This is an optimization exercise on Yosys and OpenROAD, whose aim is small area, not a production implementation.
The RTL was checked by simulation tests, not by an equivalence proof against the original design.

--- flow/design.v ---
package fc_pkg;
	localparam int N_INPUTS = 16;
	localparam int TREE_LEVELS = 4;
	localparam int FRAC_BITS_DATA = 8;
	localparam int FRAC_BITS_COEF = 14;
	localparam int DATA_W = 16;
	localparam int PROD_W = 32;
	localparam int SUM1_W = 33;
	localparam int SUM2_W = 34;
	localparam int SUM3_W = 35;
	localparam int ACC_W = 36;
	localparam logic [N_INPUTS*DATA_W-1:0] DEFAULT_WEIGHTS = {
		16'sd1024,
		16'sd5965,
		-16'sd4694,
		-16'sd8744,
		16'sd1165,
		-16'sd5718,
		16'sd2704,
		16'sd5514,
		-16'sd2894,
		16'sd3877,
		-16'sd4107,
		-16'sd8317,
		16'sd7672,
		16'sd2434,
		-16'sd8224,
		16'sd1672
	};
	localparam logic [DATA_W-1:0] DEFAULT_BIAS = 16'sd7;
endpackage
`timescale 1ns/100ps
module tree_level #(
	parameter int OPERAND_W = 16,
	parameter int SUM_W = 17,
	parameter int N_OPERANDS = 2
) (
	input logic clk,
	input logic rst,
	input logic valid_in,
	input logic [N_OPERANDS*OPERAND_W-1:0] operands,
	output logic valid_out,
	output logic [N_OPERANDS/2*SUM_W-1:0] sums
);
	localparam int N_SUMS = N_OPERANDS / 2;
	logic [N_SUMS*SUM_W-1:0] pair_sum;
	always_comb
	begin
		for (int i = 0; i < N_SUMS; i++)
		begin
			pair_sum[SUM_W*i +: SUM_W] = SUM_W'($signed(operands[OPERAND_W*(2*i) +: OPERAND_W]))
				+ SUM_W'($signed(operands[OPERAND_W*(2*i+1) +: OPERAND_W]));
		end
	end
	always_ff @(posedge clk)
	begin
		if (rst)
		begin
			valid_out <= 1'b0;
		end
		else
		begin
			valid_out <= valid_in;
		end
	end
	always_ff @(posedge clk)
	begin
		if (valid_in)
		begin
			sums <= pair_sum;
		end
	end
endmodule
`timescale 1ns/100ps
module weight_multiply #(
	parameter logic [fc_pkg::N_INPUTS*fc_pkg::DATA_W-1:0] WEIGHTS = fc_pkg::DEFAULT_WEIGHTS
) (
	input logic clk,
	input logic rst,
	input logic valid_in,
	input logic [fc_pkg::N_INPUTS*fc_pkg::DATA_W-1:0] data_in,
	output logic products_valid,
	output logic [fc_pkg::N_INPUTS*fc_pkg::PROD_W-1:0] products
);
	localparam int N = fc_pkg::N_INPUTS;
	localparam int DW = fc_pkg::DATA_W;
	localparam int PW = fc_pkg::PROD_W;
	logic [N*PW-1:0] prod_d;
	logic [N*PW-1:0] prod_q;
	logic valid_q;
	always_comb
	begin
		for (int i = 0; i < N; i++)
		begin
			prod_d[PW*i +: PW] = PW'($signed(data_in[DW*i +: DW])) * PW'($signed(WEIGHTS[DW*i +: DW]));
		end
	end
	always_ff @(posedge clk)
	begin
		if (rst)
		begin
			valid_q <= 1'b0;
		end
		else
		begin
			valid_q <= valid_in;
		end
	end
	always_ff @(posedge clk)
	begin
		if (valid_in)
		begin
			prod_q <= prod_d;
		end
	end
	assign products_valid = valid_q;
	assign products = prod_q;
endmodule
`timescale 1ns/100ps
module adder_tree (
	input logic clk,
	input logic rst,
	input logic products_valid,
	input logic [fc_pkg::N_INPUTS*fc_pkg::PROD_W-1:0] products,
	output logic total_valid,
	output logic [fc_pkg::ACC_W-1:0] total
);
	localparam int N = fc_pkg::N_INPUTS;
	logic [fc_pkg::TREE_LEVELS:0] level_valid;
	logic [N/2*fc_pkg::SUM1_W-1:0] sum1;
	logic [N/4*fc_pkg::SUM2_W-1:0] sum2;
	logic [N/8*fc_pkg::SUM3_W-1:0] sum3;
	logic [N/16*fc_pkg::ACC_W-1:0] sum4;
	assign level_valid[0] = products_valid;
	tree_level #(
		.OPERAND_W(fc_pkg::PROD_W),
		.SUM_W(fc_pkg::SUM1_W),
		.N_OPERANDS(N)
	) u_level1 (
		.clk(clk),
		.rst(rst),
		.valid_in(level_valid[0]),
		.operands(products),
		.valid_out(level_valid[1]),
		.sums(sum1)
	);
	tree_level #(
		.OPERAND_W(fc_pkg::SUM1_W),
		.SUM_W(fc_pkg::SUM2_W),
		.N_OPERANDS(N/2)
	) u_level2 (
		.clk(clk),
		.rst(rst),
		.valid_in(level_valid[1]),
		.operands(sum1),
		.valid_out(level_valid[2]),
		.sums(sum2)
	);
	tree_level #(
		.OPERAND_W(fc_pkg::SUM2_W),
		.SUM_W(fc_pkg::SUM3_W),
		.N_OPERANDS(N/4)
	) u_level3 (
		.clk(clk),
		.rst(rst),
		.valid_in(level_valid[2]),
		.operands(sum2),
		.valid_out(level_valid[3]),
		.sums(sum3)
	);
	tree_level #(
		.OPERAND_W(fc_pkg::SUM3_W),
		.SUM_W(fc_pkg::ACC_W),
		.N_OPERANDS(N/8)
	) u_level4 (
		.clk(clk),
		.rst(rst),
		.valid_in(level_valid[3]),
		.operands(sum3),
		.valid_out(level_valid[4]),
		.sums(sum4)
	);
	assign total_valid = level_valid[fc_pkg::TREE_LEVELS];
	assign total = sum4;
endmodule
`timescale 1ns/100ps
module bias_output #(
	parameter logic [fc_pkg::DATA_W-1:0] BIAS = fc_pkg::DEFAULT_BIAS
) (
	input logic clk,
	input logic rst,
	input logic total_valid,
	input logic [fc_pkg::ACC_W-1:0] total,
	output logic [fc_pkg::DATA_W-1:0] data_out,
	output logic valid_out
);
	localparam int AW = fc_pkg::ACC_W;
	localparam int PROD_FRAC = fc_pkg::FRAC_BITS_DATA + fc_pkg::FRAC_BITS_COEF;
	localparam int ALIGN = PROD_FRAC - fc_pkg::FRAC_BITS_DATA;
	localparam logic signed [AW-1:0] OUT_MAX = 36'sd32767;
	localparam logic signed [AW-1:0] OUT_MIN = -36'sd32768;
	logic signed [AW-1:0] bias_aligned;
	logic signed [AW-1:0] biased;
	logic signed [AW-1:0] rounded;
	logic signed [AW-1:0] shifted;
	logic [fc_pkg::DATA_W-1:0] result;
	always_comb
	begin
		bias_aligned = AW'($signed(BIAS)) <<< ALIGN;
		biased = $signed(total) + bias_aligned;
		rounded = biased + (AW'(1) <<< (ALIGN - 1));
		shifted = rounded >>> ALIGN;
		if (shifted > OUT_MAX)
		begin
			result = OUT_MAX[fc_pkg::DATA_W-1:0];
		end
		else if (shifted < OUT_MIN)
		begin
			result = OUT_MIN[fc_pkg::DATA_W-1:0];
		end
		else
		begin
			result = shifted[fc_pkg::DATA_W-1:0];
		end
	end
	always_ff @(posedge clk)
	begin
		if (rst)
		begin
			valid_out <= 1'b0;
		end
		else
		begin
			valid_out <= total_valid;
		end
	end
	always_ff @(posedge clk)
	begin
		if (total_valid)
		begin
			data_out <= result;
		end
	end
endmodule
`timescale 1ns/100ps
module fc_neuron_16 #(
	parameter logic [fc_pkg::N_INPUTS*fc_pkg::DATA_W-1:0] WEIGHTS = fc_pkg::DEFAULT_WEIGHTS,
	parameter logic [fc_pkg::DATA_W-1:0] BIAS = fc_pkg::DEFAULT_BIAS
) (
	input logic clk,
	input logic rst,
	input logic valid_in,
	input logic [fc_pkg::N_INPUTS*fc_pkg::DATA_W-1:0] data_in,
	output logic [fc_pkg::DATA_W-1:0] data_out,
	output logic valid_out
);
	logic products_valid;
	logic [fc_pkg::N_INPUTS*fc_pkg::PROD_W-1:0] products;
	logic total_valid;
	logic [fc_pkg::ACC_W-1:0] total;
	weight_multiply #(
		.WEIGHTS(WEIGHTS)
	) u_multiply (
		.clk(clk),
		.rst(rst),
		.valid_in(valid_in),
		.data_in(data_in),
		.products_valid(products_valid),
		.products(products)
	);
	adder_tree u_tree (
		.clk(clk),
		.rst(rst),
		.products_valid(products_valid),
		.products(products),
		.total_valid(total_valid),
		.total(total)
	);
	bias_output #(
		.BIAS(BIAS)
	) u_output (
		.clk(clk),
		.rst(rst),
		.total_valid(total_valid),
		.total(total),
		.data_out(data_out),
		.valid_out(valid_out)
	);
endmodule
--- flow/run.sh ---
#!/bin/bash
# synth_recipe.tcl (not shown) runs the flow's synth.tcl, then flattens the netlist and writes it again
# the make line also repeats each setting of config.mk as NAME=value (left out here)
make -C /OpenROAD-flow-scripts/flow DESIGN_CONFIG=/design/flow/config.mk WORK_HOME=/design/flow/orfs CLKGATE_MAP_FILE= SYNTH_SCRIPT=/design/flow/synth_recipe.tcl finish
--- flow/config.mk ---
export PLATFORM = sky130hd
export DESIGN_NAME = fc_neuron_16
export DESIGN_NICKNAME = fc_neuron_16
export VERILOG_FILES = /design/flow/design.v
export SDC_FILE = /design/flow/constraint.sdc
export NUM_CORES = 4
export LEC_CHECK = 0
export CAP_MARGIN = 20
export CORE_MARGIN = 2
export CORE_UTILIZATION = 40
export SLEW_MARGIN = 20
--- flow/constraint.sdc ---
create_clock -name core_clock -period 8.0 [get_ports {clk}]
set_input_delay 1.6000 -clock core_clock [delete_from_list [all_inputs] [get_ports {clk}]]
set_output_delay 1.6000 -clock core_clock [all_outputs]
set_load 0.01 [all_outputs]
==> results by group <==
Status
  – Outcome: finished clean

Timing
  – Max Clk Rate: 138 MHz
  – Tcrit/Tclk final: 90.4%
  – TNS Setup: 0 ps
  – Setup violators final: 0
  – Worst-Margin Slew: 1070 ps
  – Worst Hold Slack: 417 ps
  – Worst setup margin: 767 ps
  – Final Slew Violations: 0
  – Final hold viol count: 0
  – Slew Limit Headroom: 28.6%
  – Final Skew: 27.5 ps
  – Min cycle time layout: 7230 ps
  – Unrepaired setup endpoints after global routing: no

Worst setup path
  – Data required, critical path: 8460 ps
  – Crit-path max cell delay: 630 ps
  – Crit Path Class: primary input to flip-flop
  – Slowest CP cell: clkdlybuf4s50_1
  – Worst r2r src: u_multiply.prod_q[260]
  – Startpoint Class: primary input
  – Worst setup EP type: flip-flop
  – Crit-path most repeated cell: fa_1
  – Worst-path fanout max: 6
  – Crit path arrival time: 7690 ps
  – Cell Chain, Critical Path: clkdlybuf4s50_1, inv_1, fa_1, inv_1, fa_1, fa_1, fa_1, fa_1, ha_1, ha_1, and3_1, a31oi_1, o211ai_1, nor2b_1, a221oi_1, a21oi_1, nor2b_1, a2111oi_2, a21oi_1, xor2_1
  – Worst Setup SP: data_in[86]

Synth
  – Post-synth top flop: edfxtp_1
  – Post-Syn Nets: 13300
  – Top post-synthesis cells by area: edfxtp_1 26%, ha_1 22%, fa_1 20%
  – Asr flop ratio synth: 0%
  – Synth Register Bits: 946
  – Seq/Total Area, Yosys: 26.4%
  – Mapped Cells: 10100
  – Post-synth cell types: 100
  – Biggest area consumer among synthesized cells: edfxtp_1
  – Number of synthesized flops with an enable pin: 940
  – Area of the mapped netlist: 107000 um^2
  – Top cell type's share of synthesized area: 26.3%
  – Avg Cell Area, Syn: 10.7 um^2
  – Synthesis Warnings: 6

Min path
  – Worst Hold Class: flip-flop to flip-flop
  – HP Start: u_multiply.prod_q[455]

Placed design
  – Gpl congestion: 0.914
  – Placed cells: 13900
  – I/O Buffers: 275
  – Placed Instance Area: 115000 um^2
  – Setup WS pre-CTS: 17.6 ps
  – DPL Wire Length: 217 mm

Global route
  – Total GRT Usage: 18.8%
  – First-pass GRT wire length: 405 mm
  – Number of global-route vias before repair: 73000
  – Initial antenna violation count: 28
  – Largest net degree at the start of global routing: 130
  – Grt total ovfl: 0

Layout
  – Finished Layout Cells: 14200
  – Final Net Count: 13700
  – Share of cells above drive strength 1: 3.74%
  – Fin util: 44.5%
  – Design area: 119000 um^2
  – Area growth syn-to-layout: 10.8%

Die
  – Effective utilization at floorplan: 40.2%
  – # rows: 190
  – Die Span Y: 522 um
  – Core area: 267000 um^2
  – Die area: 273000 um^2
  – Ports: 276
  – Die X: 522 um

CTS
  – Sink Count: 946
  – Cts repair resizes: 0
  – CTS HTree Levels: 3
  – Post-CTS Hold Buffers: 0
  – Cell at the root of the clock tree: clkbuf_16
  – CTS Buf Count: 111
  – CTS tree: built
  – Clock Tree Buf Depth: 3
  – CTS clock-pin slew for the worst setup and hold paths: 60 ps
  – Post CTS Setup Buffer Count: 0
  – Clock Latency Late Sink: 750 ps

Routing
  – Residual DRC: 0
  – Vias per inst: 5.05
  – Drt total wl: 256 mm
  – Per-cell routed wire length: 18.1 um
  – DRT iter0 DRCs: 4355
  – Drt pass-1 iters: 8
  – Via count: 71500
  – Routed Antenna Nets: 0

Job
  – MaxCap Viol Count: 0
## cells in the final DEF, fill, tap and decap left out, types with 133 or more instances in the layout
master,synthesis,layout
clkdlybuf4s50_1,0,272
xnor2_1,587,587
xor2_1,199,199
nor3_1,136,136
inv_1,2056,2056
ha_1,1857,1857
fa_1,1094,1094
nand2_1,280,280
a21oi_1,531,531
edfxtp_1,940,940
nor2_1,460,460
a21o_1,258,258
nand3_1,133,133
o21ai_0,291,291
## cell usage after synthesis (17+ instances only)
cell,count
nor3_1,136
edfxtp_1,940
o211ai_1,31
o21bai_1,72
a31o_2,23
or3_1,47
ha_1,1857
o2111ai_1,17
a31oi_1,63
o31ai_1,30
fa_1,1094
xor2_1,199
xnor2_1,587
a211oi_1,64
and2_1,28
nand3_1,133
or2_2,51
nor2_1,460
a211o_1,18
clkbuf_1,26
nand2_1,280
and3_1,82
a21boi_0,20
inv_1,2056
nor2b_1,105
o21ai_0,291
o21a_1,111
a21o_1,258
nand2b_1,101
a21oi_1,531
mux2i_1,21
o21ai_1,24
nand4_1,26
## worst max-delay path, delay by kind of cell
family	cells	cell delay, ps
XOR/XNOR	1	180
buffers and inverters	3	900
AND/OR/NAND/NOR	3	530
adder cells (fa/ha/maj)	7	3250
AO/OA/AOI/OAI	6	1240
## final timing paths
path | endpoint | slack [ps] | cells past startpoint
worst max-delay path | u_multiply.prod_q[191] | 770 | 20
worst min-delay path | u_tree.u_level1.sums[238] | 420 | 0
worst max register to register | u_tree.u_level1.sums[160] | 3810 | 13
worst min register to register | u_tree.u_level1.sums[238] | 420 | 0
## cell families (layout without fill, tap and decap cells)
group / Yosys count / after routing / synth area share [%]
AOI/OAI and AO/OA: 1741 / 1741 / 10.6
xor gates and xnor gates: 786 / 786 / 6.41
adders and majority gates: 2951 / 2951 / 42.0
buffers and inverters: 2088 / 2626 / 7.30
DFF: 946 / 946 / 26.4
muxes: 33 / 33 / 0.321
other: 0 / 14 / 0
and+or+nand+nor: 1518 / 1518 / 6.93
## layout make-up
type,instances,area [um^2]
clock buffers,132,2880
flip-flops and latches,946,28400
well taps,3552,4440
multi-input cells,7029,71200
fillers,24900,148000
clock inverters,75,895
repair buffers,361,3430
diodes,14,35.0
inverters,2058,7720
## state kept, by name (all words and copies together), names as in the netlist
name / cells
u_tree.u_level4.sums: 23
u_tree.u_level4.valid_out: 1
u_multiply.prod_q: 438
u_tree.u_level1.valid_out: 1
u_tree.u_level1.sums: 258
u_tree.u_level3.sums: 70
u_output.data_out: 16
u_tree.u_level2.sums: 135
u_tree.u_level3.valid_out: 1
u_output.valid_out: 1
u_multiply.valid_q: 1
u_tree.u_level2.valid_out: 1
## layer usage
metal | GRT usage [%] | part of all wire [%]
met2 | 29.4 | 44
met3 | 2.07 | 4.4
met5 | 0 | 0.044
met4 | 3.23 | 1.4
met1 | 28.2 | 50

port drivers added, routing unchanged:
In the flow no input, the clock included, has a driving cell. The finished layout below was timed again as built, in two steps.
Step 1 sets driving cells, clkbuf_16 on the clock port and buf_2 on the other inputs (assumed; they add their load-dependent delay and slew).
Step 2 also shifts input and output timing later by t, the mid clock arrival at the registers, as if the neighbouring blocks saw the same clock.
a / b / c = ideal / step 1 / step 2; a / b = the first two.
t (ns): 0.825
setup slack, ns: 0.767 / 0.824 / -0.001
hold slack, ns: 0.417 / 0.417 / 0.417
Met with ideal ports but missed after step 2: setup timing in this run. The setup slack of this run moves by +0.057 ns with the drivers and by -0.768 ns with both steps.
